Source: an optimization exercise on an open RTL-to-GDS flow (aim: small area, a short achievable clock period and few clock cycles per item). Production flows keep margins and buffers that such runs may drop. At most, simulation tests tie the RTL to the original design; equivalence was not proved. Function not checked in runs 3 to 8: the RTL went through the layout flow alone. Power figures rest on the tool's default switching activity, not on a simulated workload.

<file path="flow/run.sh">
#!/bin/bash
# synth_recipe.tcl (not shown) runs the flow's synth.tcl, then flattens the netlist and writes it again
# the make line also repeats each setting of config.mk as NAME=value (left out here)
make -C /OpenROAD-flow-scripts/flow DESIGN_CONFIG=/design/flow/config.mk WORK_HOME=/design/flow/orfs CLKGATE_MAP_FILE= SYNTH_SCRIPT=/design/flow/synth_recipe.tcl finish
</file>
<file path="flow/config.mk">
export PLATFORM = sky130hd
export DESIGN_NAME = snake_body_engine
export DESIGN_NICKNAME = snake_body_engine
export VERILOG_FILES = /design/flow/design.v
export SDC_FILE = /design/flow/constraint.sdc
export NUM_CORES = 4
export LEC_CHECK = 0
export ABC_AREA = 1
export CAP_MARGIN = 40
export CORE_MARGIN = 2
export CORE_UTILIZATION = 35
export SETUP_SLACK_MARGIN = 4
export SLEW_MARGIN = 40
</file>
<file path="flow/constraint.sdc">
create_clock -name core_clock -period 10.0 [get_ports {clock}]
set_input_delay 2.0000 -clock core_clock [delete_from_list [all_inputs] [get_ports {clock}]]
set_output_delay 2.0000 -clock core_clock [all_outputs]
set_load 0.01 [all_outputs]
</file>
<file path="flow/design.v">
module snake_body_engine #(
   parameter int MAX_LEN  = 128,
   parameter int X_W      = 8,
   parameter int Y_W      = 7,
   parameter int GRID_W   = 160,
   parameter int GRID_H   = 120,
   parameter int INIT_LEN = 10,
   parameter int INIT_X   = 80,
   parameter int INIT_Y   = 60,
   localparam int LW      = $clog2(MAX_LEN + 1)
) (
   input  logic           clock,
   input  logic           resetn,
   input  logic           step,
   input  logic           dir_valid,
   input  logic [1:0]     dir_in,
   input  logic           grow_valid,
   input  logic [3:0]     grow_amt,
   input  logic [LW-1:0]  rd_idx,
   output logic [X_W-1:0] rd_x,
   output logic [Y_W-1:0] rd_y,
   output logic           rd_valid,
   output logic [X_W-1:0] head_x,
   output logic [Y_W-1:0] head_y,
   output logic [LW-1:0]  length,
   output logic           busy,
   output logic           step_done,
   output logic           endgame
);
   localparam int IW = $clog2(MAX_LEN);
   localparam logic [X_W-1:0] XM = X_W'(GRID_W - 1);
   localparam logic [Y_W-1:0] YM = Y_W'(GRID_H - 1);
   localparam int NC = (MAX_LEN - 1) / 2;   
   logic [X_W-1:0] seg_x [MAX_LEN];
   logic [Y_W-1:0] seg_y [MAX_LEN];
   logic [1:0] dir, dir_pend;
   logic [7:0] pending, sat;
   logic [8:0] sum;
   logic [X_W-1:0] nx;
   logic [Y_W-1:0] ny;
   logic off, full, grows, hit, dead, acc, move;
   logic [NC-1:0] cmp;
   assign head_x = seg_x[0];
   assign head_y = seg_y[0];
   assign busy = 1'b0;
   assign endgame = dead;
   always_comb begin
      sum = {1'b0, pending} + {5'b0, grow_valid ? grow_amt : 4'd0};
      sat = sum[8] ? 8'hff : sum[7:0];
      full = length == LW'(MAX_LEN);
      grows = !full && sat != 8'd0;
      off = (dir_pend == 2'b00 && seg_y[0] == '0) || (dir_pend == 2'b01 && seg_x[0] == XM) ||
            (dir_pend == 2'b10 && seg_x[0] == '0) || (dir_pend == 2'b11 && seg_y[0] == YM);
      nx = dir_pend == 2'b01 ? seg_x[0] + X_W'(1) :
           dir_pend == 2'b10 ? seg_x[0] - X_W'(1) : seg_x[0];
      ny = dir_pend == 2'b11 ? seg_y[0] + Y_W'(1) :
           dir_pend == 2'b00 ? seg_y[0] - Y_W'(1) : seg_y[0];
      for (int c = 0; c < NC; c++)
         cmp[c] = seg_x[2*c+1] == nx && seg_y[2*c+1] == ny &&
                  (length > LW'(2*c+2) || (grows && length == LW'(2*c+2)));
      hit = |cmp;
      acc = step && !dead;
      move = acc && !off;
      rd_valid = rd_idx < length;
      rd_x = seg_x[rd_idx[IW-1:0]];
      rd_y = seg_y[rd_idx[IW-1:0]];
   end
   always_ff @(posedge clock) begin
      if (!resetn || move) begin
         seg_x[0] <= !resetn ? X_W'(INIT_X) : nx;
         seg_y[0] <= !resetn ? Y_W'(INIT_Y) : ny;
         for (int i = 1; i < MAX_LEN; i++) begin
            seg_x[i] <= !resetn && i < INIT_LEN ? X_W'(INIT_X - i) : seg_x[i-1];
            seg_y[i] <= !resetn && i < INIT_LEN ? Y_W'(INIT_Y) : seg_y[i-1];
         end
      end
   end
   always_ff @(posedge clock) begin
      if (!resetn) begin
         dir <= 2'b01;
         dir_pend <= 2'b01;
         length <= LW'(INIT_LEN);
         pending <= '0;
         step_done <= 1'b0;
         dead <= 1'b0;
      end else begin
         step_done <= move && !hit;
         if (!dead) begin
            if (dir_valid && dir_in != ~dir) dir_pend <= dir_in;
            pending <= sat;
         end
         if (acc) begin
            dir <= dir_pend;
            if (off) dead <= 1'b1;
            else begin
               length <= length + (grows ? LW'(1) : '0);
               pending <= full ? '0 : grows ? sat - 8'd1 : sat;
               if (hit) dead <= 1'b1;
            end
         end
      end
   end
endmodule
</file>
==> impl_metrics.py, run 1 <==
metrics = {
    "sta": {
        "rsz0062_at_grt": "yes",
        "finalClockSkew_ns": 0.0836,
        "slew_violations": 0,
        "period_share_pct": 73.3,
        "worstMarginPinSlew_ns": 1.04,
        "timing.final.ws_setup_ns": 2.67,
        "fmax_ghz": 0.136,
        "hold_viol_final": 0,
        "relSlewSlack_pct": 30.2,
        "holdWs_ns": 0.427,
        "period_needed_ns": 7.33,
        "finalSetupViolCount": 0,
    },
    "clock_tree": {
        "cts.sinks": 1942,
        "cts-root-buf": "clkbuf_16",
        "tritoncts": "yes",
        "cts_buffers": 211,
        "path_clk_slew_ns": 0.06,
        "holdBufCountCts": 0,
        "clockBufferDepth": 3,
        "htreeDepth": 4,
        "clk_latency_ns": 0.91,
    },
    "worst_setup_path": {
        "slowest_stage": "nor4_4",
        "cp-end-kind": "primary output",
        "critPathLaunchType": "input pin",
        "crit_arrival_ns": 5.33,
        "slowest_delay_ns": 0.64,
        "crit_fanout": 5,
        "path_class": "in -> out",
        "path_cells": "buf_16 > inv_8 > nand2_8 > nor2_4 > buf_6 > nand2_4 > clkinvlp_4 > buf_6 > a221o_1 > nor4_4 > nand4_1 > nor4_4 > o211ai_1 > buf_2",
        "cp_top_family": "simple AND/OR/NAND/NOR gates",
        "path_buf_inv": 6,
        "worst_ep_required_time_ns": 8.00,
    },
    "route": {
        "drt_wl_total_microns": 417000,
        "via_per_inst": 5.94,
        "post_drt_wl_per_cell_microns": 32.7,
        "first_pass_iters": 7,
        "vias": 75900,
        "drtIter0Drc": 13000,
        "ant_nets": 0,
        "drc": 0,
    },
    "synth": {
        "ys_ff_latch": 1942,
        "synth_area_per_cell_sq_um": 10.4,
        "synth.area.top_cells": "edfxtp_1, nand2_1, nand3_1, inv_1, o21ai_0",
        "yosysWarnings": 3,
        "syn_nets": 8837,
        "synthCells": 8798,
        "synthFlopType": "edfxtp_1",
        "synthesis.area_sq_um": 91400,
        "synthDominantCellAreaShare_pct": 63.1,
        "synth_largest_area_cell": "edfxtp_1",
        "seq_area_frac_synth_pct": 63.6,
        "synth_edf_count": 1920,
        "ys_types": 56,
        "async_flop_share_pct": 0,
    },
    "power": {
        "leakage_nw": 43.1,
        "power_density_nw_per_um2": 202,
        "worst_ir_drop_vdd_uv": 155,
    },
    "global_route": {
        "grt.overflow.total": 0,
        "grt_pass1_vias": 69800,
        "track_usage_pct": 30.4,
        "grt_max_degree": 155,
        "antenna_found_initial": 31,
        "grt_pass1_wl_microns": 562000,
    },
    "floorplan": {
        "die_x_microns": 515,
        "core-area_sq_um": 260000,
        "die_h_microns": 515,
        "rows": 187,
        "start_util_pct": 35.2,
        "io_pins": 61,
        "dieArea_sq_um": 265000,
    },
    "layout": {
        "seqCellArea_sq_um": 58100,
        "most-common-layout-cells": "nand2_1, edfxtp_1, inv_1",
        "fin_nets": 9201,
        "drive_above_1_share_pct": 13.6,
        "multi_input_area_sq_um": 30200,
        "final_common_cell": "nand2_1",
        "fillCellCount": 24600,
        "syn_to_final_growth_pct": 19.2,
        "fin_util_pct": 41.9,
    },
    "placed_design": {
        "dp_slack_ns": 0.253,
        "dpl.hpwl_microns": 284000,
        "gp_congestion": 1.02,
        "port_buffers": 59,
    },
    "run_status": {
        "status": "finished clean",
    },
    "hold_path": {
        "hp-class": "reg -> reg",
    },
    "run": {
        "maxCapViolCount": 0,
    },
}
-- final cells by class --
class	instances	area share, %
flip-flops and latches	1942	53.3
clock inverters	151	1.28
clock buffers	240	4.97
repair buffers	524	4.94
well taps	3402	3.91
diodes	29	0.0666
inverters	1019	3.75
repair inverters	1	0.00689
multi-input cells	5463	27.7
-- metrics by stage --
step	cell area [sq um]	std cells	setup TNS, ns	total power (W)
6_report	109000	12800	0	0.0220
5_1_grt	109000	12700	0	0.0225
4_1_cts	107000	12700	0	0.0218
3_5_place_dp	96700	12100	0	0.0140
3_3_place_gp	96400	12100	-0.0620	0.0139
2_1_floorplan	91400	8798	-	0.0127
-- registers in the layout (all words and copies together), names as in the netlist --
register / flops
seg_x: 1024
seg_y: 896
length: 8
pending: 8
dir: 2
dir_pend: 2
dead: 1
step_done: 1
-- cell families after synthesis --
kind of cell               share of synthesized area, %
buffers and inverters                              6.33
and+or+nand+nor                                    18.4
xor gates and xnor gates                           3.21
DFF                                                63.6
AOI/OAI and AO/OA                                  8.16
other                                           0.00410
adders and majority gates                         0.282
-- power breakdown --
part           leakage (nW)  internal, W  switching [W]  total (W)
clock network          3.29      0.00434        0.00355    0.00789
registers              19.4       0.0100       0.000766     0.0108
logic                  20.4     0.000859        0.00252    0.00338
-- cell usage after synthesis (all sizes together), types with 68 or more instances --
cell	number
a21oi	69
a221oi	214
buf	217
clkbuf	158
edfxtp	1920
inv	1009
nand2	2072
nand3	761
nand4	182
nor2	736
o21ai	670
xnor2	68
xor2	267
-- path summary, 6_finish.rpt --
check,from,endpoint,slack [ns],depth (start not counted)
setup / recovery,rd_idx[3],rd_x[2],2.67,14
hold / removal,seg_y[24][5]$_DFFE_PP_,seg_y[25][5]$_DFFE_PP_,0.43,0
setup reg to reg,seg_y[0][1]$_SDFFCE_PN0P_,dead$_SDFFE_PN0P_,4.17,24
hold reg to reg,seg_y[24][5]$_DFFE_PP_,seg_y[25][5]$_DFFE_PP_,0.43,0
-- routing by layer --
metal	GRT usage (%)	wire (microns)
met1	38.5	153000
met5	0	123
met4	22.5	35800
met3	8.46	51600
met2	44.4	177000
-- timing repair --
action	CTS	global route
pin swaps	141	132
buffers inserted	176	48
gates resized for setup	567	191
gates cloned	10	3
endpoints found under the setup margin	18	17
Testbench counts, summed over its fixed seeds: cycles 3,212, steps 3,200.
==> inputs of run 2 (changes only) <==
--- a/flow/config.mk
+++ b/flow/config.mk
@@ -5,9 +5,8 @@
 export SDC_FILE = /design/flow/constraint.sdc
 export NUM_CORES = 4
 export LEC_CHECK = 0
-export ABC_AREA = 1
 export CAP_MARGIN = 40
 export CORE_MARGIN = 2
-export CORE_UTILIZATION = 35
+export CORE_UTILIZATION = 50
 export SETUP_SLACK_MARGIN = 4
 export SLEW_MARGIN = 40
==> impl_metrics.py, run 2 <==
metrics = {
    "placed_design": {
        "dp_slack_ns": 1.11,
        "port_buffers": 59,
        "dp_cells": 8832,
        "dpl.hpwl_microns": 474000,
        "gp_congestion": 1.30,
    },
    "floorplan": {
        "die_x_microns": 427,
        "die_h_microns": 427,
        "rows": 155,
        "start_util_pct": 50.2,
        "io_pins": 61,
    },
    "global_route": {
        "grt_max_degree": 132,
        "grt.overflow.total": 105,
        "track_usage_pct": 76.9,
    },
    "synth": {
        "seq_area_frac_synth_pct": 65.1,
        "synthFlopType": "edfxtp_1",
        "syn_nets": 6351,
        "synthDominantCellAreaShare_pct": 64.6,
        "ys_ff_latch": 1942,
        "synth_largest_area_cell": "edfxtp_1",
        "synth_edf_count": 1920,
        "synth.area.top_cells": "edfxtp_1, xnor2_1, a22oi_1, a221oi_1, a22o_1",
        "synthesis.area_sq_um": 89300,
        "synth.most_common_cell": "edfxtp_1",
        "synth_area_per_cell_sq_um": 14.1,
        "ys_types": 96,
        "synthCells": 6312,
        "async_flop_share_pct": 0,
        "synth_common_cells": "edfxtp_1, xnor2_1, a22oi_1, nor2_1, clkbuf_1",
        "yosysWarnings": 3,
    },
    "run_status": {
        "status": "stopped before the end",
        "tool.error": "[ERROR GRT-0232] Routing congestion too high. Check the congestion heatmap in the GUI.",
        "lastStage": "global routing (5_1_grt)",
    },
    "sta": {
        "worst_endpoint": "rd_y[3]",
        "worst-ep-kind": "primary output",
    },
    "clock_tree": {
        "cts.sinks": 1942,
        "cts_buffers": 194,
        "holdBufCountCts": 0,
        "htreeDepth": 4,
        "cts-root-buf": "clkbuf_16",
        "clockBufferDepth": 3,
    },
}
run 2: cell types whose count changed after synthesis, sizes merged, moves of 423 or more:
cell / delta
nand2: -1905
inv: -986
xnor2: +618
nand3: -591
o21ai: -565
a22oi: +501
nor2: -423
run 2: routing by layer:
layer	GRT usage (%)	overflow
met1	77.7	3
met2	89.1	63
met3	67.0	2
met4	74.1	36
met5	36.1	1
run 2: power groups by stage:
stage               Clock, W  Sequential [W]  Combinational, W
floorplan                  0          0.0109           0.00174
global placement           0          0.0114           0.00352
detailed placement         0          0.0114           0.00358
CTS                  0.00766          0.0113           0.00381
run 2: worst max-delay path by stage:
stage               start                     to  cells past startpoint
2_1_floorplan        step  pending[3]$_SDFF_PN0_                      7
3_3_place_gp    rd_idx[4]                rd_y[3]                     12
3_5_place_dp   grow_valid   step_done$_SDFF_PN0_                     20
4_1_cts         rd_idx[3]                rd_y[3]                     13
run 2: cell families after synthesis:
group / Yosys count / synth area share, %
buf+inv: 402 / 1.85
compound gates: 1496 / 13.0
mux: 30 / 0.349
fa+ha+maj: 20 / 0.289
xor+xnor: 936 / 10.5
simple gates: 1485 / 8.91
flops: 1942 / 65.1
other cells: 1 / 0.00420
run 2: repair_timing:
action / in CTS
gates resized for setup: 559
pin swaps: 211
setup endpoints to repair: 23
endpoints found under the hold margin: 0
buffers inserted: 325
gates cloned: 1
run 2: stage by stage:
| stage | hold slack [ns] | utilization, % | area (sq um) | total power (W) |
|---|---|---|---|---|
| after floorplan | 0.425 | - | 89300 | 0.0126 |
| after global placement | 0.429 | 54.1 | 96100 | 0.0149 |
| after detailed placement | 0.434 | 54.9 | 97600 | 0.0150 |
| after CTS | 0.439 | 61.6 | 109000 | 0.0227 |
==> inputs of run 3 (changes only) <==
--- a/flow/design.v
+++ b/flow/design.v
@@ -36,8 +36,9 @@
    logic [1:0] dir, dir_pend;
    logic [7:0] pending, sat;
    logic [8:0] sum;
-   logic [X_W-1:0] nx;
-   logic [Y_W-1:0] ny;
+   logic [X_W-1:0] nx, hx_n;       
+   logic [Y_W-1:0] ny, hy_n;
+   logic [1:0] dp_n;
    logic off, full, grows, hit, dead, acc, move;
    logic [NC-1:0] cmp;
    assign head_x = seg_x[0];
@@ -49,18 +50,16 @@
       sat = sum[8] ? 8'hff : sum[7:0];
       full = length == LW'(MAX_LEN);
       grows = !full && sat != 8'd0;
-      off = (dir_pend == 2'b00 && seg_y[0] == '0) || (dir_pend == 2'b01 && seg_x[0] == XM) ||
-            (dir_pend == 2'b10 && seg_x[0] == '0) || (dir_pend == 2'b11 && seg_y[0] == YM);
-      nx = dir_pend == 2'b01 ? seg_x[0] + X_W'(1) :
-           dir_pend == 2'b10 ? seg_x[0] - X_W'(1) : seg_x[0];
-      ny = dir_pend == 2'b11 ? seg_y[0] + Y_W'(1) :
-           dir_pend == 2'b00 ? seg_y[0] - Y_W'(1) : seg_y[0];
-      for (int c = 0; c < NC; c++)
+      cmp[0] = dir_pend == ~dir;
+      for (int c = 1; c < NC; c++)
          cmp[c] = seg_x[2*c+1] == nx && seg_y[2*c+1] == ny &&
                   (length > LW'(2*c+2) || (grows && length == LW'(2*c+2)));
       hit = |cmp;
       acc = step && !dead;
       move = acc && !off;
+      hx_n = move ? nx : seg_x[0];
+      hy_n = move ? ny : seg_y[0];
+      dp_n = !dead && dir_valid && dir_in != ~dir ? dir_in : dir_pend;
       rd_valid = rd_idx < length;
       rd_x = seg_x[rd_idx[IW-1:0]];
       rd_y = seg_y[rd_idx[IW-1:0]];
@@ -79,6 +78,9 @@
       if (!resetn) begin
          dir <= 2'b01;
          dir_pend <= 2'b01;
+         nx <= X_W'(INIT_X + 1);
+         ny <= Y_W'(INIT_Y);
+         off <= 1'b0;
          length <= LW'(INIT_LEN);
          pending <= '0;
          step_done <= 1'b0;
@@ -86,7 +88,13 @@
       end else begin
          step_done <= move && !hit;
          if (!dead) begin
-            if (dir_valid && dir_in != ~dir) dir_pend <= dir_in;
+            nx <= dp_n == 2'b01 ? hx_n + X_W'(1) : dp_n == 2'b10 ? hx_n - X_W'(1) : hx_n;
+            ny <= dp_n == 2'b11 ? hy_n + Y_W'(1) : dp_n == 2'b00 ? hy_n - Y_W'(1) : hy_n;
+            off <= (dp_n == 2'b00 && hy_n == '0) || (dp_n == 2'b01 && hx_n == XM) ||
+                   (dp_n == 2'b10 && hx_n == '0) || (dp_n == 2'b11 && hy_n == YM);
+         end
+         if (!dead) begin
+            dir_pend <= dp_n;
             pending <= sat;
          end
          if (acc) begin
--- a/flow/config.mk
+++ b/flow/config.mk
@@ -5,8 +5,11 @@
 export SDC_FILE = /design/flow/constraint.sdc
 export NUM_CORES = 4
 export LEC_CHECK = 0
+export ABC_AREA = 1
 export CAP_MARGIN = 40
 export CORE_MARGIN = 2
-export CORE_UTILIZATION = 50
+export CORE_UTILIZATION = 35
+export CTS_BUF_LIST = sky130_fd_sc_hd__clkbuf_8
+export CTS_CLUSTER_SIZE = 20
 export SETUP_SLACK_MARGIN = 4
 export SLEW_MARGIN = 40
==> impl_metrics.py, run 3 <==
metrics = {
    "run_status": {
        "status": "finished clean",
    },
    "clock_tree": {
        "clockBufferDepth": 4,
        "cts.sinks": 1958,
        "holdBufCountCts": 0,
        "tritoncts": "yes",
        "clk_latency_ns": 1.17,
        "cts-root-buf": "clkbuf_8",
        "path_clk_slew_ns": 0.06,
        "htreeDepth": 5,
        "cts_buffers": 359,
    },
    "floorplan": {
        "start_util_pct": 35.3,
        "die_h_microns": 508,
        "rows": 184,
        "core-area_sq_um": 252000,
        "io_pins": 61,
        "die_x_microns": 508,
        "dieArea_sq_um": 258000,
    },
    "sta": {
        "slew_violations": 0,
        "worstMarginPinSlew_ns": 0.961,
        "finalSetupViolCount": 0,
        "period_needed_ns": 7.47,
        "finalClockSkew_ns": 0.110,
        "hold_viol_final": 0,
        "period_share_pct": 74.7,
        "fmax_ghz": 0.134,
        "relSlewSlack_pct": 35.2,
        "rsz0062_at_grt": "yes",
    },
    "synth": {
        "synth_area_per_cell_sq_um": 11.7,
        "ys_ff_latch": 1958,
        "synth_edf_count": 1920,
        "synth.most_common_cell": "edfxtp_1",
        "async_flop_share_pct": 0,
        "synthFlopType": "edfxtp_1",
        "yosysWarnings": 3,
        "ys_types": 65,
        "synth_largest_area_cell": "edfxtp_1",
        "synthCells": 7586,
        "seq_area_frac_synth_pct": 65.8,
        "synthesis.area_sq_um": 88800,
        "syn_nets": 7626,
        "synth.area.top_cells": "edfxtp_1, nand2_1, xnor2_1, xor2_1, inv_1",
        "synthDominantCellAreaShare_pct": 64.9,
        "synth_common_cells": "edfxtp_1, nand2_1, inv_1, xnor2_1, nand3_1",
    },
    "placed_design": {
        "gp_congestion": 1.11,
        "port_buffers": 59,
        "dpl.hpwl_microns": 367000,
        "placed_area_sq_um": 95300,
    },
    "layout": {
        "largest_reg_flops": 1024,
        "syn_to_final_growth_pct": 20.3,
        "final_area_sq_um": 107000,
        "reg_top3": "seg_x (1024), seg_y (896)",
        "final_common_cell": "edfxtp_1",
        "most-common-layout-cells": "edfxtp_1, nand2_1, inv_1",
        "largest_register": "seg_x",
        "drive_above_1_share_pct": 17.4,
        "fin_nets": 8270,
    },
    "route": {
        "drc": 0,
        "vias": 71000,
        "drt_wl_total_microns": 482000,
        "post_drt_wl_per_cell_microns": 40.6,
        "drtIter0Drc": 11800,
        "first_pass_iters": 9,
        "via_per_inst": 5.98,
        "ant_nets": 0,
    },
    "global_route": {
        "antenna_found_initial": 80,
        "track_usage_pct": 36.5,
        "grt_pass1_vias": 65800,
        "grt_pass1_wl_microns": 625000,
        "grt.overflow.total": 0,
        "grt_max_degree": 158,
    },
    "run": {
        "maxCapViolCount": 0,
    },
    "worst_setup_path": {
        "path_class": "in -> out",
        "crit_arrival_ns": 5.47,
        "cp-end-kind": "primary output",
        "crit_fanout": 5,
        "critPathLaunchType": "input pin",
        "worst_ep_required_time_ns": 8.00,
    },
    "power": {
        "power_w": 0.0229,
        "worst_ir_drop_vdd_uv": 127,
        "power_density_nw_per_um2": 214,
        "leakage_nw": 40.1,
    },
    "hold_path": {
        "hp-class": "reg -> reg",
    },
}
==> run 3: worst paths after layout <==
kind,startpoint,to,slack [ns],cells past startpoint
setup reg to reg,pending[0]$_SDFF_PN0_,step_done$_SDFF_PN0_,5.67,21
hold / removal,seg_y[122][6]$_DFFE_PP_,seg_y[123][6]$_DFFE_PP_,0.40,0
hold reg to reg,seg_y[122][6]$_DFFE_PP_,seg_y[123][6]$_DFFE_PP_,0.40,0
setup / recovery,rd_idx[5],rd_y[1],2.53,17
==> run 3: area by class of cell <==
class	instances	area [sq um]
Fill cell	23800	145000
Sequential cell	1958	58500
Multi-Input combinational cell	4564	28600
Timing Repair Buffer	619	6370
Clock buffer	362	4980
Tap cell	3348	4190
Inverter	727	2950
Clock inverter	256	1230
Antenna cell	28	70.1
Timing Repair inverter	1	5.00
==> run 3: cells by family (layout without fill, tap and decap cells) <==
kind of cell    Yosys count  after routing  share of synthesized area (%)
simple gates           2926           2928                           14.8
flops                  1958           1958                           65.8
buf+inv                1066           1965                           4.76
xor+xnor                855            855                           8.43
compound gates          758            758                           5.95
fa+ha+maj                21             21                          0.304
other cells               1             29                        0.00422
mux                       1              1                         0.0113
==> run 3: per-stage QoR <==
stage / util [%] / TNS [ns] / setup WS [ns] / cells / hold WS [ns]
detailed placement: 37.9 / 0 / 0.733 / 11000 / 0.433
global route: 42.4 / 0 / 2.54 / 11800 / 0.415
CTS: 42.1 / 0 / 2.67 / 11800 / 0.400
finish: 42.4 / 0 / 2.53 / 11900 / 0.402
floorplan: - / -939.96 / -1.20 / 7586 / 0.422
global placement: 37.7 / -0.222 / -0.222 / 10900 / 0.429
==> run 3: timing repair <==
action / in CTS / in global routing
endpoints found under the setup margin: 16 / 16
gates resized for setup: 654 / 111
gates cloned: 9 / 3
pin swaps: 140 / 86
buffers inserted: 208 / 35
==> run 3: routing by layer <==
| layer | part of all wire [%] | global-route usage (%) | vias up | wire [microns] |
|---|---|---|---|---|
| li1 | - | - | 28400 | - |
| met5 | 0.066 | 0 | - | 316 |
| met2 | 42 | 52.3 | 5294 | 202000 |
| met3 | 12 | 12.2 | 1121 | 58700 |
| met4 | 7.1 | 21.6 | 46 | 34300 |
| met1 | 39 | 47.7 | 36100 | 187000 |
==> run 3: critical path, stage by stage <==
cell and delay [ns]:
buf_12 0.12, inv_12 0.07, nor3_4 0.04, buf_12 0.14
buf_8 0.14, nand2_4 0.06, clkinvlp_4 0.25, buf_6 0.21
a22o_1 0.23, a221oi_2 0.21, nand4_1 0.34, nor2_1 0.20
nand4_1 0.54, nor2_2 0.36, buf_6 0.17, nand3b_1 0.15
buf_2 0.19
==> run 3: where the power goes <==
part | switching [W] | internal [W] | total [W]
Sequential | 0.00162 | 0.0106 | 0.0122
Combinational | 0.00240 | 0.00119 | 0.00359
Clock | 0.00357 | 0.00351 | 0.00707
==> inputs of run 4 (changes only) <==
--- a/flow/config.mk
+++ b/flow/config.mk
@@ -8,8 +8,6 @@
 export ABC_AREA = 1
 export CAP_MARGIN = 40
 export CORE_MARGIN = 2
-export CORE_UTILIZATION = 35
-export CTS_BUF_LIST = sky130_fd_sc_hd__clkbuf_8
-export CTS_CLUSTER_SIZE = 20
+export CORE_UTILIZATION = 45
 export SETUP_SLACK_MARGIN = 4
 export SLEW_MARGIN = 40
==> impl_metrics.py, run 4 <==
metrics = {
    "clock_tree": {
        "cts-root-buf": "clkbuf_16",
        "cts.sinks": 1958,
        "path_clk_slew_ns": 0.06,
        "clk_latency_ns": 0.89,
        "cts_buffers": 209,
        "htreeDepth": 4,
        "holdBufCountCts": 0,
        "tritoncts": "yes",
        "clockBufferDepth": 3,
    },
    "layout": {
        "final_common_cell": "edfxtp_1",
        "largest_register": "seg_x",
        "reg_top3": "seg_x (1024), seg_y (896)",
        "fin_nets": 8152,
        "syn_to_final_growth_pct": 20.4,
        "fin_util_pct": 54.3,
        "most-common-layout-cells": "edfxtp_1, nand2_1, inv_1",
        "largest_reg_flops": 1024,
        "drive_above_1_share_pct": 16.1,
    },
    "global_route": {
        "antenna_found_initial": 70,
        "grt.overflow.total": 0,
        "grt_pass1_vias": 64800,
        "track_usage_pct": 46.2,
        "grt_pass1_wl_microns": 610000,
        "met2_usage_pct": 65.7,
        "grt_max_degree": 167,
        "grtUsageMet3_pct": 15.1,
        "grt.busiest_layer": "met2",
        "use_met1_pct": 57.9,
    },
    "route": {
        "first_pass_iters": 6,
        "via_per_inst": 6.43,
        "drt_wl_total_microns": 471000,
        "ant_nets": 0,
        "post_drt_wl_per_cell_microns": 43.0,
        "drc": 0,
        "vias": 70500,
        "drtIter0Drc": 12100,
    },
    "power": {
        "power_w": 0.0235,
        "swShare_pct": 31.3,
        "p_int_w": 0.0162,
        "p_sw_w": 0.00736,
        "pwr-share-clk_pct": 33.2,
        "power_frac_seq_pct": 51.4,
        "leakage_nw": 39.9,
        "power_density_nw_per_um2": 220,
        "worst_ir_drop_vdd_uv": 183,
        "power_frac_comb_pct": 15.4,
    },
    "synth": {
        "synth_common_cells": "edfxtp_1, nand2_1, inv_1, xnor2_1, nand3_1",
        "syn_nets": 7626,
        "synthFlopType": "edfxtp_1",
        "synth_area_per_cell_sq_um": 11.7,
        "ys_ff_latch": 1958,
        "synth_edf_count": 1920,
        "ys_types": 65,
        "yosysWarnings": 3,
        "async_flop_share_pct": 0,
        "synthesis.area_sq_um": 88800,
        "synthCells": 7586,
        "synthDominantCellAreaShare_pct": 64.9,
        "synth.area.top_cells": "edfxtp_1, nand2_1, xnor2_1, xor2_1, inv_1",
        "synth.most_common_cell": "edfxtp_1",
        "synth_largest_area_cell": "edfxtp_1",
        "seq_area_frac_synth_pct": 65.8,
    },
    "hold_path": {
        "min_to": "seg_x[119][7]$_DFFE_PP_",
        "min_from": "seg_x[118][7]$_DFFE_PP_",
        "min_path_cells": 0,
        "hp-class": "reg -> reg",
    },
    "sta": {
        "rsz0062_at_grt": "yes",
        "period_share_pct": 74.1,
        "relSlewSlack_pct": 31.0,
        "finalClockSkew_ns": 0.0587,
        "period_needed_ns": 7.41,
        "hold_viol_final": 0,
        "fmax_ghz": 0.135,
        "worstMarginPinSlew_ns": 1.02,
        "finalSetupViolCount": 0,
        "slew_violations": 0,
    },
    "worst_setup_path": {
        "crit_fanout": 5,
        "crit_arrival_ns": 5.41,
        "critPathLaunchType": "input pin",
        "worstRegToRegCells": 17,
        "r2r-start": "nx[1]$_SDFFE_PN0N_",
        "worst-r2r-setup-slack_ns": 5.17,
        "cp-end-kind": "primary output",
        "worst_ep_required_time_ns": 8.00,
        "path_class": "in -> out",
        "r2r_end": "dead$_SDFFE_PN0P_",
    },
    "run_status": {
        "status": "finished clean",
    },
    "floorplan": {
        "rows": 163,
        "start_util_pct": 45.1,
        "die_h_microns": 448,
        "core-area_sq_um": 197000,
        "io_pins": 61,
        "dieArea_sq_um": 201000,
        "die_x_microns": 448,
    },
    "placed_design": {
        "gp_congestion": 1.12,
        "dpl.hpwl_microns": 355000,
        "port_buffers": 59,
    },
    "run": {
        "maxCapViolCount": 0,
    },
}
## run 4: cell counts after synthesis
Identical to the previous run, type by type.
## run 4: repair_timing
action | 4_1_cts | 5_1_grt
cloned | 14 | 1
setup buffers | 233 | 51
gates resized for setup | 620 | 109
pin swaps | 123 | 87
setup endpoints to repair | 16 | 17
## run 4: routing by layer
metal	wire, microns	vias up
met5	330	-
met4	46400	48
met3	60400	1280
met2	195000	5525
met1	169000	35500
li1	-	28100
## run 4: logic make-up (layout without fill, tap and decap cells)
kind of cell / after synthesis / after routing / share of synthesized area [%]
muxes: 1 / 1 / 0.0113
and+or+nand+nor: 2926 / 2928 / 14.8
xor gates and xnor gates: 855 / 855 / 8.43
other: 1 / 42 / 0.00422
AOI/OAI and AO/OA: 758 / 758 / 5.95
DFF: 1958 / 1958 / 65.8
buffers and inverters: 1066 / 1764 / 4.76
adders and majority gates: 21 / 21 / 0.304
## run 4: worst max-delay path by stage
| stage | slack, ns | startpoint | to |
|---|---|---|---|
| after floorplan | -1.20 | step | pending[0]$_SDFF_PN0_ |
| final | 2.59 | rd_idx[4] | rd_y[4] |
| after global routing | 2.72 | rd_idx[4] | rd_y[0] |
| after global placement | -1.97 | rd_idx[4] | rd_y[0] |
| after CTS | 2.72 | rd_idx[4] | rd_y[4] |
| after detailed placement | 0.39 | rd_idx[4] | rd_y[4] |
## run 4: critical path, cell delays in order
cell	delay, ns
buf_12	0.12
inv_8	0.07
nor3_4	0.05
buf_12	0.13
buf_16	0.13
buf_2	0.19
nand2_1	0.14
clkinvlp_4	0.15
a221oi_2	0.35
nand4_1	0.40
nor4_4	0.57
and3_4	0.37
nand4_1	0.40
buf_2	0.29
## run 4: per-stage QoR
step                hold WS [ns]  area, sq um  instances  setup WS, ns  setup TNS, ns
detailed placement         0.432        94400      10200         0.393              0
global placement           0.428        93900      10200         -1.97          -6.07
floorplan                  0.422        88900       7586         -1.20        -939.96
finish                     0.421       107000      11000          2.59              0
global route               0.417       107000      10900          2.72              0
CTS                        0.412       106000      10900          2.72              0
## run 4: power by group through the flow
stage	combinational (W)	sequential (W)	clock, W
2_1_floorplan	0.00210	0.0115	0
3_3_place_gp	0.00331	0.0121	0
3_5_place_dp	0.00335	0.0121	0
4_1_cts	0.00349	0.0120	0.00779
5_1_grt	0.00375	0.0121	0.00811
6_report	0.00361	0.0121	0.00780
## run 4: cell type report
class / count / area, sq um
clock inverters: 128 / 1180
diodes: 41 / 103
flip-flops and latches: 1958 / 58500
well taps: 2640 / 3300
fillers: 17000 / 89900
inverters: 727 / 2990
clock buffers: 257 / 5500
repair buffers: 652 / 6900
multi-input cells: 4564 / 28500
==> inputs of run 5 (changes only) <==
--- a/flow/config.mk
+++ b/flow/config.mk
@@ -9,5 +9,5 @@
 export CAP_MARGIN = 40
 export CORE_MARGIN = 2
 export CORE_UTILIZATION = 45
-export SETUP_SLACK_MARGIN = 4
+export SETUP_SLACK_MARGIN = 1
 export SLEW_MARGIN = 40
==> impl_metrics.py, run 5 <==
metrics = {
    "synth": {
        "synthCells": 7586,
        "synthDominantCellAreaShare_pct": 64.9,
        "ys_types": 65,
        "syn_nets": 7626,
        "yosysWarnings": 3,
        "synth.area.top_cells": "edfxtp_1, nand2_1, xnor2_1, xor2_1, inv_1",
        "ys_ff_latch": 1958,
        "synthFlopType": "edfxtp_1",
        "synth.most_common_cell": "edfxtp_1",
        "synth_largest_area_cell": "edfxtp_1",
        "synth_common_cells": "edfxtp_1, nand2_1, inv_1, xnor2_1, nand3_1",
        "synthesis.area_sq_um": 88800,
        "async_flop_share_pct": 0,
        "synth_edf_count": 1920,
        "synth_area_per_cell_sq_um": 11.7,
        "seq_area_frac_synth_pct": 65.8,
    },
    "route": {
        "drtIter0Drc": 12000,
        "post_drt_wl_per_cell_microns": 42.8,
        "vias": 68500,
        "first_pass_iters": 6,
        "ant_nets": 0,
        "drt_wl_total_microns": 457000,
        "via_per_inst": 6.42,
        "drc": 0,
    },
    "power": {
        "leakage_nw": 37.6,
        "p_int_w": 0.0161,
        "power_frac_seq_pct": 51.7,
        "power_frac_comb_pct": 14.9,
        "power_density_nw_per_um2": 230,
        "pwr-share-clk_pct": 33.4,
        "p_sw_w": 0.00726,
        "worst_ir_drop_vdd_uv": 184,
        "swShare_pct": 31.1,
        "power_w": 0.0233,
    },
    "worst_setup_path": {
        "critPathLaunchType": "input pin",
        "slowest_stage": "clkdlybuf4s50_1",
        "crit_arrival_ns": 7.17,
        "slowest_delay_ns": 0.68,
        "path_cells": "clkdlybuf4s50_1 > inv_1 > nand2_1 > nor2_2 > buf_4 > nand2_1 > inv_1 > a221oi_1 > nand4_1 > nor4_4 > and3_1 > nand4_1 > clkdlybuf4s50_1",
        "worst_ep_required_time_ns": 8.00,
        "path_class": "in -> out",
        "cp-end-kind": "primary output",
        "crit_fanout": 15,
    },
    "global_route": {
        "track_usage_pct": 44.8,
        "grt.overflow.total": 0,
        "grt_max_degree": 167,
        "grt_pass1_vias": 63000,
        "grt_pass1_wl_microns": 592000,
        "antenna_found_initial": 71,
    },
    "sta": {
        "relSlewSlack_pct": 30.6,
        "finalSetupViolCount": 0,
        "period_needed_ns": 9.17,
        "fmax_ghz": 0.109,
        "finalClockSkew_ns": 0.0569,
        "fin_setup_tns_ns": 0,
        "worstMarginPinSlew_ns": 1.04,
        "rsz0062_at_grt": "no",
        "hold_viol_final": 0,
        "slew_violations": 0,
        "period_share_pct": 91.7,
    },
    "clock_tree": {
        "path_clk_slew_ns": 0.06,
        "cts-root-buf": "clkbuf_16",
        "cts.sinks": 1958,
        "htreeDepth": 4,
        "clk_latency_ns": 0.89,
        "tritoncts": "yes",
        "clockBufferDepth": 3,
        "cts_buffers": 209,
    },
    "layout": {
        "fin_nets": 7869,
        "syn_to_final_growth_pct": 14.3,
        "fillCellCount": 17400,
        "drive_above_1_share_pct": 9.61,
        "reg_top3": "seg_x (1024), seg_y (896)",
        "final_area_sq_um": 102000,
        "largest_register": "seg_x",
        "most-common-layout-cells": "edfxtp_1, nand2_1, inv_1",
        "final_common_cell": "edfxtp_1",
        "largest_reg_flops": 1024,
    },
    "floorplan": {
        "rows": 163,
        "start_util_pct": 45.1,
        "dieArea_sq_um": 201000,
        "io_pins": 61,
        "core-area_sq_um": 197000,
        "die_h_microns": 448,
        "die_x_microns": 448,
    },
    "placed_design": {
        "placed_area_sq_um": 94400,
        "port_buffers": 59,
        "gp_congestion": 1.12,
        "dpl.hpwl_microns": 355000,
    },
    "run_status": {
        "status": "finished clean",
    },
    "hold_path": {
        "hp-class": "reg -> reg",
    },
    "run": {
        "maxCapViolCount": 0,
    },
}
==> run 5: cell count changes in the layout (fill, tap and decap cells not counted), moves of 16 or more <==
cell / before / now
buf_4: 419 / 264
nand2_1: 1378 / 1462
buf_6: 72 / 9
inv_1: 635 / 695
buf_12: 74 / 24
clkinvlp_4: 52 / 4
nand2_2: 50 / 15
nand2_4: 32 / 2
a221oi_1: 93 / 119
clkdlybuf4s50_1: 35 / 57
nand2_8: 21 / 2
nor4_1: 99 / 116
a221oi_2: 21 / 5
==> run 5: power groups by stage <==
stage	Clock, W	Sequential [W]	Combinational (W)
floorplan	0	0.0115	0.00210
global placement	0	0.0121	0.00331
detailed placement	0	0.0121	0.00335
CTS	0.00779	0.0120	0.00338
global route	0.00811	0.0121	0.00361
finish	0.00779	0.0121	0.00348
==> run 5: worst max-delay path: cells and delay by family <==
kind	cells	cell delay, ns
AO/OA/AOI/OAI	1	0.56
buffers and inverters	5	1.99
AND/OR/NAND/NOR	7	2.56
==> run 5: timing repair <==
action                                  CTS  global route
buffers inserted                          4             7
pin swaps                                 3             0
endpoints found under the setup margin    8             5
hold buffers                              0             0
resized for setup                        12             5
gates cloned                              1             0
==> run 5: cell families after synthesis <==
kind of cell / after synthesis / share of synthesized area (%)
mux: 1 / 0.0113
other cells: 1 / 0.00422
fa+ha+maj: 21 / 0.304
simple gates: 2926 / 14.8
xor+xnor: 855 / 8.43
buf+inv: 1066 / 4.76
compound gates: 758 / 5.95
flops: 1958 / 65.8
==> run 5: per-layer routing <==
metal  GRT usage [%]  vias up  part of all wire, %
met4            32.7       56                  8.8
met2            64.7     5128                   42
met1            56.8    34700                   37
met3            14.2     1117                   12
li1                -    27500                    -
met5               0        -                0.084
==> run 5: per-stage QoR <==
step | utilization [%] | worst slack, ns | hold WS [ns] | cells
after floorplan | - | -1.20 | 0.422 | 7586
after global placement | 47.7 | -1.97 | 0.428 | 10200
after detailed placement | 48.0 | 0.393 | 0.432 | 10200
after CTS | 51.4 | 0.947 | 0.412 | 10600
after global routing | 51.6 | 1.01 | 0.417 | 10600
final | 51.6 | 0.825 | 0.427 | 10700
==> run 5: final timing paths <==
kind,slack [ns],depth (start not counted),from,end
worst min-delay path,0.43,0,seg_x[118][7]$_DFFE_PP_,seg_x[119][7]$_DFFE_PP_
worst min register to register,0.43,0,seg_x[118][7]$_DFFE_PP_,seg_x[119][7]$_DFFE_PP_
worst max-delay path,0.83,13,rd_idx[1],rd_y[4]
worst max register to register,5.16,17,nx[1]$_SDFFE_PN0N_,dead$_SDFFE_PN0P_
==> run 5: final cells by class <==
type | count | area (sq um) | area share [%]
sequential | 1958 | 58500 | 57.6
multi-input combinational | 4563 | 26700 | 26.3
timing repair buffer | 370 | 3520 | 3.47
clock buffer | 257 | 5500 | 5.41
antenna | 32 | 80.1 | 0.0789
clock inverter | 128 | 1180 | 1.16
tap | 2640 | 3300 | 3.25
inverter | 727 | 2740 | 2.70
==> inputs of run 6 (changes only) <==
==> flow/flow/run.sh (new file) <==
#!/bin/bash
cp standard.sh standard.sh.txt
export CTS_ARGS="-sink_clustering_enable -repair_clock_nets -dont_use_dummy_load"
bash standard.sh > standard.log 2>&1
==> flow/standard.sh (new file) <==
#!/bin/bash
# synth_recipe.tcl (not shown) runs the flow's synth.tcl, then flattens the netlist and writes it again
# the make line also repeats each setting of config.mk as NAME=value (left out here)
make -C /OpenROAD-flow-scripts/flow DESIGN_CONFIG=/design/flow/config.mk WORK_HOME=/design/flow/orfs CLKGATE_MAP_FILE= SYNTH_SCRIPT=/design/flow/synth_recipe.tcl "${@:-finish}"
--- a/flow/config.mk
+++ b/flow/config.mk
@@ -9,5 +9,5 @@
 export CAP_MARGIN = 40
 export CORE_MARGIN = 2
 export CORE_UTILIZATION = 45
-export SETUP_SLACK_MARGIN = 1
+export SETUP_SLACK_MARGIN = 4
 export SLEW_MARGIN = 40
removed: flow/run.sh
==> impl_metrics.py, run 6 <==
metrics = {
    "synth": {
        "yosysWarnings": 3,
        "async_flop_share_pct": 0,
        "synthFlopType": "edfxtp_1",
        "synth.area.top_cells": "edfxtp_1, nand2_1, xnor2_1, xor2_1, inv_1",
        "ys_types": 65,
        "synthCells": 7586,
        "ys_ff_latch": 1958,
        "synth_area_per_cell_sq_um": 11.7,
        "synth_largest_area_cell": "edfxtp_1",
        "seq_area_frac_synth_pct": 65.8,
        "synthDominantCellAreaShare_pct": 64.9,
        "syn_nets": 7626,
        "synth_edf_count": 1920,
        "synth.most_common_cell": "edfxtp_1",
        "synthesis.area_sq_um": 88800,
        "synth_common_cells": "edfxtp_1, nand2_1, inv_1, xnor2_1, nand3_1",
    },
    "worst_setup_path": {
        "r2r_end": "dead$_SDFFE_PN0P_",
        "crit_arrival_ns": 5.35,
        "slowest_stage": "nor4_4",
        "crit_fanout": 6,
        "path_cells": "buf_12 > inv_8 > nand2_8 > nor2_4 > buf_12 > nand2_4 > clkinvlp_4 > buf_12 > a221oi_4 > nand4_1 > nor4_4 > and3_4 > nand4_1 > buf_2",
        "slowest_delay_ns": 0.70,
        "critPathLaunchType": "input pin",
        "worstRegToRegCells": 17,
        "cp-end-kind": "primary output",
        "worst-r2r-setup-slack_ns": 5.17,
        "worst_ep_required_time_ns": 8.00,
        "path_class": "in -> out",
        "r2r-start": "nx[1]$_SDFFE_PN0N_",
        "crit_path_frequent_cell": "buf_12",
    },
    "sta": {
        "rsz0062_at_grt": "yes",
        "relSlewSlack_pct": 30.3,
        "finalClockSkew_ns": 0.0952,
        "fin_setup_tns_ns": 0,
        "finalSetupViolCount": 0,
        "fmax_ghz": 0.136,
        "period_needed_ns": 7.35,
        "slew_violations": 0,
        "timing.final.ws_setup_ns": 2.65,
        "period_share_pct": 73.5,
        "hold_viol_final": 0,
        "worstMarginPinSlew_ns": 1.04,
    },
    "hold_path": {
        "min_to": "seg_x[61][2]$_DFFE_PP_",
        "min_path_cells": 0,
        "hp-class": "reg -> reg",
        "min_from": "seg_x[60][2]$_DFFE_PP_",
    },
    "floorplan": {
        "start_util_pct": 45.1,
        "io_pins": 61,
        "core-area_sq_um": 197000,
        "die_x_microns": 448,
        "dieArea_sq_um": 201000,
        "rows": 163,
        "die_h_microns": 448,
    },
    "global_route": {
        "grt_pass1_wl_microns": 608000,
        "track_usage_pct": 46.1,
        "antenna_found_initial": 74,
        "grt_pass1_vias": 64500,
        "grt_max_degree": 167,
        "grt.overflow.total": 0,
    },
    "power": {
        "leakage_nw": 38.9,
        "power_density_nw_per_um2": 214,
        "worst_ir_drop_vdd_uv": 186,
    },
    "route": {
        "drtIter0Drc": 12600,
        "ant_nets": 0,
        "wl_met1_microns": 170000,
        "via_per_inst": 6.55,
        "vias": 70400,
        "wl_met2_microns": 197000,
        "first_pass_iters": 6,
        "post_drt_wl_per_cell_microns": 43.8,
        "drt_wl_total_microns": 471000,
        "drc": 0,
        "top_layer": "met5",
        "dr_wl_met3_microns": 59900,
    },
    "placed_design": {
        "dp_cells": 10200,
        "dp_slack_ns": 0.393,
        "dpl.hpwl_microns": 355000,
        "placed_area_sq_um": 94400,
        "port_buffers": 59,
        "gp_congestion": 1.12,
    },
    "layout": {
        "final_area_sq_um": 105000,
        "final_common_cell": "edfxtp_1",
        "reg_top3": "seg_x (1024), seg_y (896)",
        "syn_to_final_growth_pct": 18.2,
        "largest_register": "seg_x",
        "drive_above_1_share_pct": 15.2,
        "most-common-layout-cells": "edfxtp_1, nand2_1, inv_1",
        "fin_nets": 8117,
        "largest_reg_flops": 1024,
        "fin_util_pct": 53.3,
        "fin_cells": 10800,
        "fillCellCount": 17200,
    },
    "clock_tree": {
        "path_clk_slew_ns": 0.06,
        "clockBufferDepth": 3,
        "cts-root-buf": "clkbuf_16",
        "tritoncts": "yes",
        "cts.sinks": 1958,
        "htreeDepth": 4,
        "holdBufCountCts": 0,
        "cts_buffers": 209,
        "clk_latency_ns": 0.89,
    },
    "run_status": {
        "status": "finished clean",
    },
    "run": {
        "maxCapViolCount": 0,
    },
}
## run 6: final cells by class
| cell class | instances | area (sq um) | share of cell area, % |
|---|---|---|---|
| antenna | 35 | 87.6 | 0.0834 |
| clock buffer | 209 | 5230 | 4.98 |
| inverter | 727 | 2980 | 2.84 |
| multi-input combinational | 4564 | 28400 | 27.1 |
| sequential | 1958 | 58500 | 55.7 |
| tap | 2640 | 3300 | 3.15 |
| timing repair buffer | 616 | 6480 | 6.17 |
| timing repair inverter | 1 | 7.51 | 0.00715 |
## run 6: per-layer routing
metal  vias up  track usage (%)
met5         -                0
met4        40             35.1
met3      1258             14.2
met2      5757             66.1
met1     35500             58.4
li1      27900                -
## run 6: logic make-up after synthesis
| group | Yosys count | share of synthesized area [%] |
|---|---|---|
| and+or+nand+nor | 2926 | 14.8 |
| DFF | 1958 | 65.8 |
| buffers and inverters | 1066 | 4.76 |
| xor gates and xnor gates | 855 | 8.43 |
| AOI/OAI and AO/OA | 758 | 5.95 |
| adders and majority gates | 21 | 0.304 |
| other | 1 | 0.00422 |
| muxes | 1 | 0.0113 |
## run 6: report_power, final
group / internal, W / switching [W] / total, W / leakage [nW]
registers: 0.0106 / 0.00149 / 0.0121 / 19.5
logic: 0.00120 / 0.00241 / 0.00360 / 16.8
clock network: 0.00363 / 0.00312 / 0.00674 / 2.58
## run 6: critical path: cells and delay by family
kind,cells,cell delay (ns)
compound gates,1,0.29
buf+inv,6,0.94
simple gates,7,2.06
## run 6: how the worst max path moves through the flow
stage,startpoint,end,slack (ns),cells after the start
2_1_floorplan,step,pending[0]$_SDFF_PN0_,-1.20,10
3_3_place_gp,rd_idx[4],rd_y[0],-1.97,14
3_5_place_dp,rd_idx[4],rd_y[4],0.39,13
4_1_cts,rd_idx[4],rd_y[4],2.72,14
5_1_grt,rd_idx[4],rd_y[0],2.75,18
6_report,rd_idx[4],rd_y[4],2.65,14
## run 6: stage by stage
stage               total power, W  hold WS, ns
floorplan                   0.0136        0.422
detailed placement          0.0155        0.432
global placement            0.0154        0.428
global route                0.0229        0.398
finish                      0.0225        0.403
CTS                         0.0222        0.387
## run 6: what timing repair did
item                                    in CTS  in global routing
gates resized for setup                    602                 74
buffers inserted                           224                 26
endpoints found under the setup margin      16                 18
hold endpoints to repair                     0                  0
pin swaps                                  128                 80
cloned                                      13                  0
==> inputs of run 7 (changes only) <==
--- a/flow/design.v
+++ b/flow/design.v
@@ -52,7 +52,8 @@
       grows = !full && sat != 8'd0;
       cmp[0] = dir_pend == ~dir;
       for (int c = 1; c < NC; c++)
-         cmp[c] = seg_x[2*c+1] == nx && seg_y[2*c+1] == ny &&
+         cmp[c] = &(~(seg_x[2*c+1] ^ nx) | ~X_W'((1 << $clog2(2*c+3)) - 1)) &&
+                  &(~(seg_y[2*c+1] ^ ny) | ~Y_W'((1 << $clog2(2*c+3)) - 2)) &&
                   (length > LW'(2*c+2) || (grows && length == LW'(2*c+2)));
       hit = |cmp;
       acc = step && !dead;
--- a/flow/config.mk
+++ b/flow/config.mk
@@ -9,5 +9,7 @@
 export CAP_MARGIN = 40
 export CORE_MARGIN = 2
 export CORE_UTILIZATION = 45
+export CTS_CLUSTER_DIAMETER = 120
+export CTS_CLUSTER_SIZE = 40
 export SETUP_SLACK_MARGIN = 4
 export SLEW_MARGIN = 40
==> impl_metrics.py, run 7 <==
metrics = {
    "worst_setup_path": {
        "slowest_stage": "nor4_4",
        "slowest_delay_ns": 0.46,
        "path_cells": "buf_16 > inv_8 > nand2_4 > nor2_4 > buf_12 > nand2_4 > clkinvlp_4 > buf_6 > a22o_1 > a221oi_2 > nand3_4 > nor4_4 > buf_6 > buf_6 > o2111ai_4 > buf_2",
        "cp_top_family": "buffers and inverters",
        "crit_arrival_ns": 4.89,
        "path_class": "in -> out",
        "crit_path_frequent_cell": "buf_6",
        "worst_ep_required_time_ns": 8.00,
        "crit_fanout": 6,
        "path_buf_inv": 8,
        "critPathLaunchType": "input pin",
        "cp-end-kind": "primary output",
    },
    "synth": {
        "ys_ff_latch": 1958,
        "yosysWarnings": 3,
        "async_flop_share_pct": 0,
        "synthCells": 6269,
        "ys_types": 59,
        "synth_largest_area_cell": "edfxtp_1",
        "synth.most_common_cell": "edfxtp_1",
        "synth.area.top_cells": "edfxtp_1, nand2_1, inv_1, nand3_1, a221oi_1",
        "synthDominantCellAreaShare_pct": 71.9,
        "seq_area_frac_synth_pct": 72.9,
        "synth_common_cells": "edfxtp_1, nand2_1, inv_1, nand3_1, nor2_1",
        "synthFlopType": "edfxtp_1",
        "synth_area_per_cell_sq_um": 12.8,
        "synthesis.area_sq_um": 80200,
        "syn_nets": 6309,
        "synth_edf_count": 1920,
    },
    "global_route": {
        "track_usage_pct": 31.9,
        "grt_pass1_vias": 52500,
        "grt_max_degree": 156,
        "grt_pass1_wl_microns": 406000,
        "grt.overflow.total": 0,
        "antenna_found_initial": 16,
    },
    "floorplan": {
        "io_pins": 61,
        "rows": 154,
        "start_util_pct": 45.4,
        "core-area_sq_um": 176000,
        "die_x_microns": 426,
        "die_h_microns": 426,
        "dieArea_sq_um": 182000,
    },
    "layout": {
        "seqCellArea_sq_um": 58400,
        "most-common-layout-cells": "edfxtp_1, nand2_1, inv_1",
        "syn_to_final_growth_pct": 17.4,
        "largest_reg_flops": 1024,
        "fillCellCount": 14800,
        "largest_register": "seg_x",
        "reg_top3": "seg_x (1024), seg_y (896)",
        "fin_util_pct": 53.3,
        "multi_input_area_sq_um": 20300,
        "fin_nets": 6676,
        "final_common_cell": "edfxtp_1",
        "drive_above_1_share_pct": 14.8,
    },
    "sta": {
        "relSlewSlack_pct": 38.8,
        "worstMarginPinSlew_ns": 0.912,
        "rsz0062_at_grt": "yes",
        "finalClockSkew_ns": 0.0962,
        "hold_viol_final": 0,
        "period_share_pct": 68.9,
        "timing.final.ws_setup_ns": 3.11,
        "period_needed_ns": 6.89,
        "finalSetupViolCount": 0,
        "fmax_ghz": 0.145,
        "slew_violations": 0,
    },
    "clock_tree": {
        "htreeDepth": 4,
        "clockBufferDepth": 3,
        "clk_latency_ns": 0.87,
        "cts.sinks": 1958,
        "holdBufCountCts": 0,
        "tritoncts": "yes",
        "cts-root-buf": "clkbuf_16",
        "path_clk_slew_ns": 0.06,
        "cts_buffers": 201,
    },
    "power": {
        "power_w": 0.0242,
        "power_density_nw_per_um2": 257,
        "worst_ir_drop_vdd_uv": 186,
        "leakage_nw": 35.3,
    },
    "placed_design": {
        "dp_slack_ns": 0.928,
        "port_buffers": 59,
        "dpl.hpwl_microns": 199000,
        "gp_congestion": 1.09,
    },
    "hold_path": {
        "hp-class": "reg -> reg",
    },
    "route": {
        "ant_nets": 0,
        "post_drt_wl_per_cell_microns": 32.6,
        "drt_wl_total_microns": 292000,
        "drc": 0,
        "via_per_inst": 6.20,
        "vias": 55700,
        "drtIter0Drc": 8709,
        "first_pass_iters": 6,
    },
    "run_status": {
        "status": "finished clean",
    },
    "run": {
        "maxCapViolCount": 0,
    },
}
run 7: cell count changes after synthesis, moves of 57 or more:
cell | before | now
nor2_1 | 339 | 274
xor2_1 | 363 | 123
inv_1 | 702 | 640
nand2_1 | 1475 | 1230
buf_2 | 140 | 44
a22o_1 | 84 | 149
nand4_1 | 300 | 207
nor4_1 | 130 | 73
xnor2_1 | 492 | 86
run 7: metal layers:
metal | vias to the layer above | track usage (%) | share of wire (%)
li1 | 23400 | - | -
met1 | 27800 | 43.6 | 39
met2 | 3695 | 46.1 | 43
met3 | 740 | 8.24 | 11
met4 | 14 | 18.6 | 7.0
met5 | - | 0 | 0.027
run 7: stage by stage:
| step | std cells | hold slack (ns) | cell area (sq um) | TNS, ns |
|---|---|---|---|---|
| final | 8982 | 0.369 | 94100 | 0 |
| after global placement | 8581 | 0.428 | 84200 | 0 |
| after detailed placement | 8587 | 0.432 | 84500 | 0 |
| after floorplan | 6269 | 0.418 | 80200 | -795.32 |
| after CTS | 8951 | 0.368 | 93500 | 0 |
| after global routing | 8974 | 0.374 | 94100 | 0 |
run 7: layout make-up:
type                            instances  share of cell area [%]
Sequential cell                      1958                    62.1
Multi-Input combinational cell       3382                    21.6
Clock buffer                          201                    5.34
Timing Repair Buffer                  414                    4.92
Tap cell                             2340                    3.11
Inverter                              679                    2.98
Antenna cell                            8                  0.0213
run 7: worst reg2reg max path, stage by stage, from the launching register on:
cell and delay (ns):
dfxtp_1 0.51, inv_2 0.57, nand2_8 0.11, nor2_4 0.36, inv_2 0.37, nand2_8 0.25
buf_16 0.31, buf_16 0.35, buf_12 0.48, buf_16 0.50
run 7: path summary, 6_finish.rpt:
path / startpoint / end / slack, ns / cells past startpoint
hold reg to reg: seg_x[64][7]$_DFFE_PP_ / seg_x[65][7]$_DFFE_PP_ / 0.37 / 0
setup reg to reg: dead$_SDFFE_PN0P_ / seg_x[57][0]$_DFFE_PP_ / 5.71 / 9
hold / removal: seg_x[64][7]$_DFFE_PP_ / seg_x[65][7]$_DFFE_PP_ / 0.37 / 0
setup / recovery: rd_idx[6] / rd_x[2] / 3.11 / 16
run 7: timing repair:
item                       in CTS  in global routing
setup buffers                 150                 20
gates cloned                   13                  0
resized for setup             646                 95
setup endpoints to repair      16                 15
pin swaps                     136                 87
run 7: cell families after synthesis:
family / Yosys count / synth area share [%]
other: 1 / 0.00468
adders and majority gates: 21 / 0.337
AOI/OAI and AO/OA: 769 / 6.93
xor gates and xnor gates: 209 / 2.28
DFF: 1958 / 72.9
and+or+nand+nor: 2381 / 13.1
buffers and inverters: 930 / 4.48
run 7: report_power, final:
part	leakage [nW]	total, W	switching (W)	internal (W)
combinational	13.3	0.00307	0.00220	0.000873
sequential	19.5	0.0147	0.00206	0.0126
clock	2.48	0.00642	0.00293	0.00349
total	35.3	0.0242	0.00719	0.0170
==> inputs of run 8 (changes only) <==
==> flow/flow/run.sh (replaced) <==
#!/bin/bash
export BUFFER_PORTS_ARGS="-buffer_cell sky130_fd_sc_hd__buf_4"
export CTS_ARGS="-sink_clustering_enable -repair_clock_nets -dont_use_dummy_load"
bash standard.sh > standard.log 2>&1
--- a/flow/config.mk
+++ b/flow/config.mk
@@ -9,7 +9,5 @@
 export CAP_MARGIN = 40
 export CORE_MARGIN = 2
 export CORE_UTILIZATION = 45
-export CTS_CLUSTER_DIAMETER = 120
-export CTS_CLUSTER_SIZE = 40
 export SETUP_SLACK_MARGIN = 4
 export SLEW_MARGIN = 40
==> impl_metrics.py, run 8 <==
metrics = {
    "sta": {
        "rsz0062_at_grt": "yes",
        "slew_violations": 0,
        "relSlewSlack_pct": 35.8,
        "finalClockSkew_ns": 0.0652,
        "hold_viol_final": 0,
        "finalSetupViolCount": 0,
        "period_needed_ns": 7.04,
        "worstMarginPinSlew_ns": 0.959,
        "fmax_ghz": 0.142,
        "period_share_pct": 70.4,
    },
    "layout": {
        "largest_register": "seg_x",
        "reg_top3": "seg_x (1024), seg_y (896)",
        "syn_to_final_growth_pct": 17.2,
        "most-common-layout-cells": "edfxtp_1, nand2_1, inv_1",
        "fin_cells": 8977,
        "largest_reg_flops": 1024,
        "drive_above_1_share_pct": 15.1,
        "final_common_cell": "edfxtp_1",
        "fin_nets": 6676,
    },
    "worst_setup_path": {
        "crit_fanout": 12,
        "path_class": "in -> out",
        "worst-r2r-setup-slack_ns": 5.77,
        "crit_arrival_ns": 5.04,
        "critPathLaunchType": "input pin",
        "worst_ep_required_time_ns": 8.00,
        "cp-end-kind": "primary output",
    },
    "synth": {
        "synth.area.top_cells": "edfxtp_1, nand2_1, inv_1, nand3_1, a221oi_1",
        "seq_area_frac_synth_pct": 72.9,
        "synthCells": 6269,
        "syn_nets": 6309,
        "synth_edf_count": 1920,
        "synthesis.area_sq_um": 80200,
        "synthDominantCellAreaShare_pct": 71.9,
        "ys_ff_latch": 1958,
        "yosysWarnings": 3,
        "synth_area_per_cell_sq_um": 12.8,
        "async_flop_share_pct": 0,
        "synth_largest_area_cell": "edfxtp_1",
        "synthFlopType": "edfxtp_1",
        "synth_common_cells": "edfxtp_1, nand2_1, inv_1, nand3_1, nor2_1",
        "ys_types": 59,
        "synth.most_common_cell": "edfxtp_1",
    },
    "floorplan": {
        "die_h_microns": 426,
        "core-area_sq_um": 176000,
        "die_x_microns": 426,
        "dieArea_sq_um": 182000,
        "rows": 154,
        "io_pins": 61,
        "start_util_pct": 45.4,
    },
    "power": {
        "p_sw_w": 0.00718,
        "p_int_w": 0.0170,
        "power_w": 0.0242,
        "pwr-share-clk_pct": 26.8,
        "swShare_pct": 29.6,
        "power_frac_comb_pct": 12.5,
        "worst_ir_drop_vdd_uv": 194,
        "power_density_nw_per_um2": 258,
        "leakage_nw": 35.1,
        "power_frac_seq_pct": 60.7,
    },
    "hold_path": {
        "hp-class": "reg -> reg",
    },
    "run": {
        "maxCapViolCount": 0,
    },
    "global_route": {
        "antenna_found_initial": 17,
        "grt_pass1_wl_microns": 411000,
        "grt_max_degree": 162,
        "grt.overflow.total": 0,
        "track_usage_pct": 32.5,
        "grt_pass1_vias": 52300,
    },
    "clock_tree": {
        "htreeDepth": 4,
        "tritoncts": "yes",
        "cts.sinks": 1958,
        "cts-root-buf": "clkbuf_16",
        "clockBufferDepth": 3,
        "path_clk_slew_ns": 0.06,
        "cts_buffers": 203,
        "clk_latency_ns": 0.85,
        "holdBufCountCts": 0,
    },
    "route": {
        "vias": 55800,
        "drt_wl_total_microns": 298000,
        "via_per_inst": 6.22,
        "ant_nets": 0,
        "post_drt_wl_per_cell_microns": 33.2,
        "drtIter0Drc": 8308,
        "first_pass_iters": 6,
        "drc": 0,
    },
    "run_status": {
        "status": "finished clean",
    },
    "placed_design": {
        "dp_cells": 8563,
        "port_buffers": 59,
        "gp_congestion": 1.09,
        "dpl.hpwl_microns": 201000,
    },
}
run 8: power groups by stage:
stage	Combinational (W)	Clock, W	Sequential (W)
finish	0.00303	0.00649	0.0147
global route	0.00323	0.00685	0.0149
detailed placement	0.00279	0	0.0147
floorplan	0.00175	0	0.0142
global placement	0.00275	0	0.0146
CTS	0.00294	0.00655	0.0146
run 8: through the flow:
stage	setup TNS [ns]	cell area, sq um	hold slack [ns]	worst slack [ns]	utilization (%)
3_5_place_dp	0	84200	0.432	1.64	47.7
5_1_grt	0	94000	0.406	2.89	53.2
3_3_place_gp	0	83900	0.429	0.582	47.5
6_report	0	94000	0.399	2.96	53.2
4_1_cts	0	93200	0.383	2.99	52.8
2_1_floorplan	-795.32	80200	0.418	-0.850	-
run 8: critical path: stages:
cell	delay [ns]
buf_12	0.10
clkinvlp_4	0.14
nand2_4	0.13
buf_4	0.13
nor2_4	0.09
nand2_4	0.12
buf_12	0.15
o21ai_1	0.10
nor4_2	0.44
nand4_1	0.51
nor4_4	0.43
buf_4	0.17
nand4_1	0.23
buf_4	0.26
run 8: per-layer routing:
layer / part of all wire, % / vias up / routed length [microns] / GRT usage [%]
li1: - / 23400 / - / -
met1: 39 / 28200 / 118000 / 44.8
met2: 43 / 3537 / 127000 / 46.8
met3: 11 / 714 / 32100 / 7.86
met4: 7.1 / 20 / 21100 / 19.2
met5: 0.042 / - / 126 / 0
run 8: worst paths after layout:
check	from	to	cells past startpoint
setup / recovery	rd_idx[0]	rd_x[7]	14
hold / removal	seg_y[31][4]$_DFFE_PP_	seg_y[32][4]$_DFFE_PP_	0
setup reg to reg	dead$_SDFFE_PN0P_	seg_x[74][5]$_DFFE_PP_	8
hold reg to reg	seg_y[31][4]$_DFFE_PP_	seg_y[32][4]$_DFFE_PP_	0
run 8: logic make-up (layout without fill, tap and decap cells):
family,Yosys count,count (layout),share of synthesized area (%)
adders and majority gates,21,21,0.337
buffers and inverters,930,1292,4.48
AOI/OAI and AO/OA,769,769,6.93
DFF,1958,1958,72.9
xor gates and xnor gates,209,209,2.28
and+or+nand+nor,2381,2384,13.1
other,1,4,0.00468
run 8: cell type report:
type | count | area (sq um)
Clock buffer | 203 | 5080
Fill cell | 14900 | 82500
Timing Repair inverter | 2 | 12.5
Timing Repair Buffer | 408 | 4390
Antenna cell | 3 | 7.51
Tap cell | 2340 | 2930
Sequential cell | 1958 | 58400
Multi-Input combinational cell | 3384 | 20400
Inverter | 679 | 2740
run 8: repair_timing:
item / CTS / global route
setup buffers: 159 / 27
gates cloned: 17 / 0
pin swaps: 140 / 63
gates resized for setup: 490 / 63
setup endpoints to repair: 15 / 15

## static timing again, ports no longer ideal
How much do the figures lean on ideal ports? The routed layouts below were timed once more, with nothing changed but the port constraints. Step 1, drivers: a clkbuf_16 drives clock and a buf_2 each remaining input, both assumed. Step 2 also shifts input and output timing later by t, the mid clock arrival at the registers, as if the neighbouring blocks saw the same clock. a / b / c = ideal / step 1 / step 2; a / b = the first two.
| run | t, ns | slack for setup (ns) | slew at the worst register clock pin (ns) | worst data-port slew with drivers (ns) |
|---|---|---|---|---|
| run 1 | 0.956 | 2.669 / 2.478 / 2.478 | 0.07 / 0.07 | 0.21 |
| run 3 | 1.224 | 2.534 / 2.477 / 2.477 | 0.08 / 0.08 | 0.09 |
| run 4 | 0.967 | 2.592 / 2.544 / 2.544 | 0.07 / 0.07 | 0.11 |
| run 5 | 0.955 | 0.825 / 0.803 / 0.803 | 0.07 / 0.07 | 0.11 |
| run 6 | 0.949 | 2.651 / 2.590 / 2.590 | 0.07 / 0.07 | 0.10 |
| run 7 | 0.907 | 3.112 / 3.010 / 3.010 | 0.07 / 0.07 | 0.10 |
| run 8 | 0.899 | 2.962 / 2.893 / 2.893 | 0.07 / 0.07 | 0.08 |
After both steps setup and hold are still met in every run listed. The setup slack of run 1, which loses most, moves by -0.191 ns with the drivers and by -0.191 ns with both steps.
